Source: an optimization exercise on an open RTL-to-GDS flow (aim: small area and few clock cycles). Production flows keep margins and buffers that such runs may drop.
Where RTL was checked, it was by simulation tests only, not by an equivalence proof against the original.

// weight_update_engine
module weight_update_engine #(
  parameter int unsigned DATA_W = 16,
  parameter int unsigned FRAC_W = 8,
  parameter int unsigned LANES  = 4,
  parameter int unsigned DEPTH  = 64
) (
  input  logic                    i_clk,
  input  logic                    i_rst,
  input  logic                    i_start,
  input  logic                    i_mode,
  input  logic [DATA_W-1:0]       i_lr,
  input  logic                    i_in_valid,
  output logic                    o_in_ready,
  input  logic [LANES*DATA_W-1:0] i_w_old,
  input  logic [LANES*DATA_W-1:0] i_delta,
  output logic                    o_out_valid,
  input  logic                    i_out_ready,
  output logic [LANES*DATA_W-1:0] o_w_new,
  output logic                    o_busy,
  output logic                    o_done
);
For scale: roughly 2,700 cells after synthesis, roughly 86 flip-flops, ~220 I/O pins, ~0.025 mm^2 of cells after synthesis.
export LEC_CHECK = 0
export CAP_MARGIN = 20
export CORE_MARGIN = 2
export CORE_UTILIZATION = 40
export SLEW_MARGIN = 20
export SYNTH_HIERARCHICAL = 1
create_clock -name core_clock -period 8.5 [get_ports {i_clk}]
standard.sh (not shown) runs the stock make flow with config.mk's settings and CLKGATE_MAP_FILE= SYNTH_SCRIPT=/design/flow/synth_recipe.tcl, a recipe that flattens the netlist after the stock synthesis.
==> flow/flow/run.sh <==
#!/bin/bash
# Standard layout, with the port buffers made from plain buffers instead of delay cells.
set -euo pipefail
bash standard.sh "BUFFER_PORTS_ARGS=-buffer_cell sky130_fd_sc_hd__buf_2" finish > standard.log 2>&1
The baseline went through all stages and came out clean.
Then changed:
--- a/flow/design.v
+++ b/flow/design.v
@@ -62,90 +62,77 @@
   always_ff @(posedge i_clk) begin
     if (!r_busy) begin
       r_cnt <= '0;
       r_lr  <= i_mode ? i_lr : {{(DATA_W-FRAC_W){1'b1}}, {FRAC_W{1'b0}}};
     end else if (w_out_fire) begin
       r_cnt <= r_cnt + CNT_W'(1);
     end
   end
-  logic [17:0] w_dm;
-  logic [6:0]  w_a, w_b, w_c;
-  logic [3:0]  w_d7;
-  logic        w_neg7, w_one7, w_two7;
-  assign w_dm = 18'd10922 - {{2{r_lr[DATA_W-1]}}, r_lr};
+  logic [7:0] w_neg, w_one, w_two;
+  logic [16:0] w_lrx;
+  assign w_lrx = {r_lr, 1'b0};
   always_comb begin
-    for (int k = 0; k < 7; k++) begin
-      w_a[k] = !w_dm[2*k+1] && w_dm[2*k];
-      w_b[k] = !w_dm[2*k+1] && !w_dm[2*k];
-      w_c[k] = w_dm[2*k+1] && w_dm[2*k];
+    for (int k = 0; k < 8; k++) begin
+      w_neg[k] = !w_lrx[2*k+2] && (w_lrx[2*k+1] || w_lrx[2*k]);
+      w_one[k] = w_lrx[2*k+1] ^ w_lrx[2*k];
+      w_two[k] = (w_lrx[2*k+2] && !w_lrx[2*k+1] && !w_lrx[2*k])
+              || (!w_lrx[2*k+2] && w_lrx[2*k+1] && w_lrx[2*k]);
     end
   end
-  assign w_d7   = w_dm[17:14];
-  assign w_neg7 = w_d7[3];
-  assign w_one7 = w_d7[0];
-  assign w_two7 = (w_d7 == 4'd2) || (w_d7 == 4'he);
   logic [16:0] w_lv, w_lm;
   logic [5:0]  w_mb;
   assign w_lv = -{r_lr[DATA_W-1], r_lr};
   assign w_lm = w_lv ^ {17{w_lv[16]}};
   always_comb begin
     for (int k = 9; k < 15; k++) begin
       w_mb[k-9] = |(w_lm[15:0] >> (24 - k));
     end
   end
   for (genvar g = 0; g < LANES; g++) begin : g_lane
     wue_lane u_lane (
       .d   (i_delta[g*DATA_W +: DATA_W]),
       .w   (i_w_old[g*DATA_W +: DATA_W]),
-      .sa  (w_a),
-      .sb  (w_b),
-      .sc  (w_c),
-      .neg7(w_neg7),
-      .one7(w_one7),
-      .two7(w_two7),
+      .neg (w_neg),
+      .one (w_one),
+      .two (w_two),
       .mb  (w_mb),
       .lsgn(w_lv[16]),
       .r   (w_w_new[g*DATA_W +: DATA_W])
     );
   end
 endmodule
 module wue_lane (
   input  logic [15:0] d,
   input  logic [15:0] w,
-  input  logic [6:0]  sa,
-  input  logic [6:0]  sb,
-  input  logic [6:0]  sc,
-  input  logic        neg7,
-  input  logic        one7,
-  input  logic        two7,
+  input  logic [7:0]  neg,
+  input  logic [7:0]  one,
+  input  logic [7:0]  two,
   input  logic [5:0]  mb,
   input  logic        lsgn,
   output logic [15:0] r
 );
   logic [16:0] pp0;
   logic [16:0] pp1;
   logic [16:0] pp2;
   logic [16:0] pp3;
   logic [16:0] pp4;
   logic [16:0] pp5;
   logic [16:0] pp6;
   logic [16:0] pp7;
   logic [16:0] dx;
   assign dx = {d[15], d};
-  logic [7:0] neg;
-  assign neg = {neg7, ~sc};
-  assign pp0 = ~(({17{sa[0]}} & dx) | ({17{sb[0]}} & {dx[15:0], 1'b0}) | ({17{sc[0]}} & ~dx));
-  assign pp1 = ~(({17{sa[1]}} & dx) | ({17{sb[1]}} & {dx[15:0], 1'b0}) | ({17{sc[1]}} & ~dx));
-  assign pp2 = ~(({17{sa[2]}} & dx) | ({17{sb[2]}} & {dx[15:0], 1'b0}) | ({17{sc[2]}} & ~dx));
-  assign pp3 = ~(({17{sa[3]}} & dx) | ({17{sb[3]}} & {dx[15:0], 1'b0}) | ({17{sc[3]}} & ~dx));
-  assign pp4 = ~(({17{sa[4]}} & dx) | ({17{sb[4]}} & {dx[15:0], 1'b0}) | ({17{sc[4]}} & ~dx));
-  assign pp5 = ~(({17{sa[5]}} & dx) | ({17{sb[5]}} & {dx[15:0], 1'b0}) | ({17{sc[5]}} & ~dx));
-  assign pp6 = ~(({17{sa[6]}} & dx) | ({17{sb[6]}} & {dx[15:0], 1'b0}) | ({17{sc[6]}} & ~dx));
-  assign pp7 = (({17{one7}} & dx) | ({17{two7}} & {dx[15:0], 1'b0})) ^ {17{neg7}};
+  assign pp0 = (({17{one[0]}} & dx) | ({17{two[0]}} & {dx[15:0], 1'b0})) ^ {17{neg[0]}};
+  assign pp1 = (({17{one[1]}} & dx) | ({17{two[1]}} & {dx[15:0], 1'b0})) ^ {17{neg[1]}};
+  assign pp2 = (({17{one[2]}} & dx) | ({17{two[2]}} & {dx[15:0], 1'b0})) ^ {17{neg[2]}};
+  assign pp3 = (({17{one[3]}} & dx) | ({17{two[3]}} & {dx[15:0], 1'b0})) ^ {17{neg[3]}};
+  assign pp4 = (({17{one[4]}} & dx) | ({17{two[4]}} & {dx[15:0], 1'b0})) ^ {17{neg[4]}};
+  assign pp5 = (({17{one[5]}} & dx) | ({17{two[5]}} & {dx[15:0], 1'b0})) ^ {17{neg[5]}};
+  assign pp6 = (({17{one[6]}} & dx) | ({17{two[6]}} & {dx[15:0], 1'b0})) ^ {17{neg[6]}};
+  assign pp7 = (({17{one[7]}} & dx) | ({17{two[7]}} & {dx[15:0], 1'b0})) ^ {17{neg[7]}};
   logic big;
   assign big = |((d[14:9] ^ {6{d[15]}}) & mb);
   logic s1;
   logic c2;
   logic s3;
   logic c4;
   logic s5;
   logic c6;
=>
- flip-flop and latch count is unchanged
- core utilization is lower by 0.20 points
- routed wire length is higher by 1.3%
- design area went up by 6.0%
- setup slack gets better by 180 ps
- cell count rises by 1.2%
- sequential share of layout area is lower by 0.52 points
- via count shrinks by 3.5%
- synthesized area is higher by 6.1%
- clock-buffer cell count falls by 1
- global-route usage drops by 0.89 points
Testbench counts after the change, summed over its fixed seeds: cycles 5,760.
Only the layout flow was run in the first run of this note; the RTL was not checked for function there.

## what the ideal ports hide
The flow's constraints put no driver on any port. The routed layouts listed below were extracted and timed again, unchanged, in two steps.
Step 1 (the two cells are an assumption about what drives the block):
set clk [get_ports {i_clk}]
set_driving_cell -lib_cell sky130_fd_sc_hd__clkbuf_16 $clk
set_driving_cell -lib_cell sky130_fd_sc_hd__buf_2 [delete_from_list [all_inputs] $clk]
Step 2 also shifts input and output timing later by t, the mid clock arrival at the registers, as if the neighbouring blocks saw the same clock.
a / b / c = no drivers / after step 1 / after step 2; a / b = the first two.
run	t (ns)	slack for setup (ns)	hold slack, ns	latest minus earliest clock arrival (ns)	cell pins on the clock port's net
the first run	0.448	0.643 / 0.643 / 0.643	0.486 / 0.486 / 0.486	0.017 / 0.017	1
the second run	0.454	0.825 / 0.825 / 0.568	0.497 / 0.497 / 0.497	0.018 / 0.018	1
After both steps setup and hold are still met in every run listed. For the second run, which loses most, drivers alone change the setup slack by 0.000 ns; drivers and shift together by -0.257 ns.
